This design comes from an exercise in tuning for small area, a short achievable clock period and few clock cycles on the open sky130 flow, not from production work.
At most, simulation tests tie the RTL to the original design; equivalence was not proved.
No activity file was given, so power comes from the tool's default toggle rates.

==> flow/design.v <==
`timescale 1ns/1ps
`default_nettype none
package stage_pkg;
  localparam int BUF_ADDR_W = 7;
  typedef struct packed {
    logic signed [23:0] int_part;
    logic [7:0]         frac_part;
  } sample_t;
  typedef enum logic [0:0] {
    PASS_FORWARD = 1'b0,
    PASS_ERROR   = 1'b1
  } pass_e;
  typedef enum logic [1:0] {
    SEQ_IDLE = 2'd0,
    SEQ_READ = 2'd1,
    SEQ_NEXT = 2'd2
  } seq_state_e;
  typedef struct packed {
    logic                  valid;
    logic                  write;
    logic [BUF_ADDR_W-1:0] address;
    sample_t               data;
  } buf_req_t;
  typedef struct packed {
    sample_t    data;
    logic [3:0] tap_address;
    logic [3:0] bias_address;
    pass_e      kind;
    logic       last;     
  } out_beat_t;
endpackage
`default_nettype wire
`timescale 1ns/1ps
`timescale 1ns/1ps
`timescale 1ns/1ps
`timescale 1ns/1ps
`timescale 1ns/1ps
`default_nettype none
module stage0_top #(
  parameter int LEN_W   = 3,
  parameter int DEPTH_W = 4,
  parameter int WORD_W  = 32
) (
  input  wire                  clk,
  input  wire                  reset,
  input  wire [WORD_W-1:0]     in_data,
  input  wire                  in_valid,
  input  wire [LEN_W-1:0]      load_length,
  input  wire [DEPTH_W-1:0]    load_depth,
  input  wire [1:0]            state_length,
  input  wire                  learn,
  output logic                 in_ready,
  output logic                 out_valid,
  output logic [WORD_W+9:0]    out_beat
);
  localparam int SLOTS = 2 ** LEN_W;
  logic [LEN_W-1:0] lenm1_q;     
  logic             len0_q;      
  logic [2:0]       pm1m1_q;     
  logic             pm0_q;       
  logic             depth1_q;
  logic             learn_q;
  logic [2:0]       pm1;
  assign pm1 = {1'b0, state_length} + {2'b00, learn};
  always_ff @(posedge clk) begin
    lenm1_q  <= load_length - LEN_W'(1);
    len0_q   <= (load_length == '0);
    pm1m1_q  <= pm1 - 3'd1;
    pm0_q    <= (pm1 == 3'd0);
    depth1_q <= (load_depth == DEPTH_W'(1));
    learn_q  <= learn;
  end
  typedef struct packed {
    logic             rdy;     
    logic [LEN_W-1:0] ww;      
    logic             wl;      
    logic             wnz;     
    logic             act;     
    logic             nf;      
    logic [LEN_W-1:0] rw;      
    logic             lw;      
    logic [2:0]       rp;      
    logic             fp;      
    logic             go;      
  } st_t;
  st_t               s;
  logic [WORD_W-1:0] mem [0:SLOTS-1];
  logic [WORD_W-1:0] od_q;
  logic [LEN_W-1:0]  tap_q;
  logic [2:0]        bias_q;
  logic              kind_q;
  logic              last_q;
  logic ww_at_m1;
  logic rw_at_m1;
  logic rp_at_m1;
  assign ww_at_m1 = (s.ww == lenm1_q);
  assign rw_at_m1 = (s.rw == lenm1_q);
  assign rp_at_m1 = (s.rp == pm1m1_q);
  function automatic st_t next_state(input logic t);
    st_t  n;
    logic tl;
    logic pass_end;
    logic blk_end;
    tl       = t & s.wl;
    n.go     = s.act | (tl & ~len0_q);
    n.ww     = s.ww;
    n.wl     = s.wl;
    n.wnz    = s.wnz;
    if (t) begin
      n.ww   = s.wl ? '0 : s.ww + LEN_W'(1);
      n.wl   = s.wl ? len0_q : ww_at_m1;
      n.wnz  = ~s.wl;
    end
    pass_end = n.go & s.lw;
    n.rw     = s.rw;
    n.lw     = s.lw;
    if (n.go) begin
      n.rw   = s.lw ? '0 : s.rw + LEN_W'(1);
      n.lw   = s.lw ? len0_q : rw_at_m1;
    end
    n.rp     = s.rp;
    n.fp     = s.fp;
    if (pass_end) begin
      n.rp   = s.fp ? 3'd0 : s.rp + 3'd1;
      n.fp   = s.fp ? pm0_q : rp_at_m1;
    end
    blk_end  = s.act & s.lw & s.fp;
    n.act    = s.act ? (~blk_end | s.nf | tl) : tl;
    n.nf     = s.act & ~blk_end & (s.nf | tl);
    n.rdy    = (~n.act | (~n.nf & n.fp)) & (~depth1_q | n.wnz | ~n.act);
    next_state = n;
  endfunction
  st_t s_t0;
  st_t s_t1;
  st_t s_n;
  assign s_t0 = next_state(1'b0);
  assign s_t1 = next_state(1'b1);
  assign s_n  = (in_valid & s.rdy) ? s_t1 : s_t0;
  always_ff @(posedge clk) begin
    if (reset) begin
      s     <= '0;
      s.rdy <= 1'b1;
      s.wl  <= (load_length == '0);
      s.lw  <= (load_length == '0);
      s.fp  <= (pm1 == 3'd0);
    end else begin
      s     <= s_n;
    end
  end
  always_ff @(posedge clk) begin
    for (int i = 0; i < SLOTS; i++) begin
      if (s.rdy && s.ww == LEN_W'(i)) mem[i] <= in_data;
    end
  end
  logic [WORD_W-1:0] rd_data;
  always_comb begin
    rd_data = '0;
    for (int i = 0; i < SLOTS; i++) begin
      rd_data = rd_data | (mem[i] & {WORD_W{s.rw == LEN_W'(i)}});
    end
  end
  always_ff @(posedge clk) begin
    od_q   <= rd_data;
    tap_q  <= s.rw;
    bias_q <= s.rp;
    kind_q <= learn_q & s.fp;
    last_q <= s.lw;
  end
  assign in_ready  = s.rdy;
  assign out_valid = s.go;
  assign out_beat  = {od_q, 1'b0, tap_q, 1'b0, bias_q, kind_q, last_q};
endmodule
`default_nettype wire
make LEC_CHECK=0 CAP_MARGIN=20 CORE_MARGIN=2 CORE_UTILIZATION=60 CTS_BUF_LIST='sky130_fd_sc_hd__clkbuf_4 sky130_fd_sc_hd__clkbuf_8' PLACE_DENSITY=0.65 SETUP_SLACK_MARGIN=3.5 SLEW_MARGIN=20 finish   # period 5.5 ns
run.sh (not shown) runs the stock make flow with config.mk's settings and CLKGATE_MAP_FILE= SYNTH_SCRIPT=/design/flow/synth_recipe.tcl, a recipe that flattens the netlist after the stock synthesis.
Next try:
--- a/flow/design.v
+++ b/flow/design.v
@@ -72,12 +72,11 @@
   end
   typedef struct packed {
     logic             rdy;     
-    logic [LEN_W-1:0] ww;      
+    logic [SLOTS-1:0] ww;      
     logic             wl;      
-    logic             wnz;     
     logic             act;     
     logic             nf;      
-    logic [LEN_W-1:0] rw;      
+    logic [SLOTS-1:0] rw;      
     logic             lw;      
     logic [2:0]       rp;      
     logic             fp;      
@@ -93,8 +92,8 @@
   logic ww_at_m1;
   logic rw_at_m1;
   logic rp_at_m1;
-  assign ww_at_m1 = (s.ww == lenm1_q);
-  assign rw_at_m1 = (s.rw == lenm1_q);
+  assign ww_at_m1 = s.ww[lenm1_q];
+  assign rw_at_m1 = s.rw[lenm1_q];
   assign rp_at_m1 = (s.rp == pm1m1_q);
   function automatic st_t next_state(input logic t);
     st_t  n;
@@ -105,17 +104,15 @@
     n.go     = s.act | (tl & ~len0_q);
     n.ww     = s.ww;
     n.wl     = s.wl;
-    n.wnz    = s.wnz;
     if (t) begin
-      n.ww   = s.wl ? '0 : s.ww + LEN_W'(1);
+      n.ww   = s.wl ? SLOTS'(1) : {s.ww[SLOTS-2:0], 1'b0};
       n.wl   = s.wl ? len0_q : ww_at_m1;
-      n.wnz  = ~s.wl;
     end
     pass_end = n.go & s.lw;
     n.rw     = s.rw;
     n.lw     = s.lw;
     if (n.go) begin
-      n.rw   = s.lw ? '0 : s.rw + LEN_W'(1);
+      n.rw   = s.lw ? SLOTS'(1) : {s.rw[SLOTS-2:0], 1'b0};
       n.lw   = s.lw ? len0_q : rw_at_m1;
     end
     n.rp     = s.rp;
@@ -127,7 +124,7 @@
     blk_end  = s.act & s.lw & s.fp;
     n.act    = s.act ? (~blk_end | s.nf | tl) : tl;
     n.nf     = s.act & ~blk_end & (s.nf | tl);
-    n.rdy    = (~n.act | (~n.nf & n.fp)) & (~depth1_q | n.wnz | ~n.act);
+    n.rdy    = (~n.act | (~n.nf & n.fp)) & (~depth1_q | ~n.ww[0] | ~n.act);
     next_state = n;
   endfunction
   st_t s_t0;
@@ -140,6 +137,8 @@
     if (reset) begin
       s     <= '0;
       s.rdy <= 1'b1;
+      s.ww  <= SLOTS'(1);
+      s.rw  <= SLOTS'(1);
       s.wl  <= (load_length == '0);
       s.lw  <= (load_length == '0);
       s.fp  <= (pm1 == 3'd0);
@@ -149,19 +148,26 @@
   end
   always_ff @(posedge clk) begin
     for (int i = 0; i < SLOTS; i++) begin
-      if (s.rdy && s.ww == LEN_W'(i)) mem[i] <= in_data;
+      if (s.rdy && s.ww[i]) mem[i] <= in_data;
     end
   end
   logic [WORD_W-1:0] rd_data;
   always_comb begin
     rd_data = '0;
     for (int i = 0; i < SLOTS; i++) begin
-      rd_data = rd_data | (mem[i] & {WORD_W{s.rw == LEN_W'(i)}});
+      rd_data = rd_data | (mem[i] & {WORD_W{s.rw[i]}});
+    end
+  end
+  logic [LEN_W-1:0] rd_idx;
+  always_comb begin
+    rd_idx = '0;
+    for (int i = 0; i < SLOTS; i++) begin
+      rd_idx = rd_idx | ({LEN_W{s.rw[i]}} & LEN_W'(i));
     end
   end
   always_ff @(posedge clk) begin
     od_q   <= rd_data;
-    tap_q  <= s.rw;
+    tap_q  <= rd_idx;
     bias_q <= s.rp;
     kind_q <= learn_q & s.fp;
     last_q <= s.lw;
The changed run finished with timing, DRC and antenna clean. Area after synthesis rises slightly. Via count increases slightly. Final cell count goes up by a few percent. Critical path depth does not change. Design area shrinks slightly. Maximum frequency increases slightly. Power falls slightly. Clock skew increases by 6.1 ps.
Testbench counts after the change, summed over its fixed seeds: cycles 32,039.
No functional check of the RTL was part of the first run of this note.

## port drivers added, routing unchanged
In the flow no input, the clock included, has a driving cell. The finished layouts below were timed again as built, in two steps. Step 1 (the two cells are an assumption about what drives the block):
set clk [get_ports {clk}]
set_driving_cell -lib_cell sky130_fd_sc_hd__clkbuf_16 $clk
set_driving_cell -lib_cell sky130_fd_sc_hd__buf_2 [delete_from_list [all_inputs] $clk]
Step 2, shift: input delay + t, output delay - t, t = (earliest + latest rising clock arrival at the registers) / 2. This alone moves slack from input paths to output paths. Three values: ideal ports, drivers, drivers and shift; two values: the first two.
| run | t, ns | setup slack, ns | latest minus earliest clock arrival (ns) | slew at the worst register clock pin (ns) |
|---|---|---|---|---|
| the first run | 0.591 | 3.382 / 3.343 / 2.919 | 0.015 / 0.015 | 0.07 / 0.07 |
| the second run | 0.596 | 3.394 / 3.354 / 2.978 | 0.022 / 0.022 | 0.06 / 0.06 |
After both steps setup and hold are still met in every run listed. For the first run, which loses most, drivers alone change the setup slack by -0.039 ns; drivers and shift together by -0.463 ns.
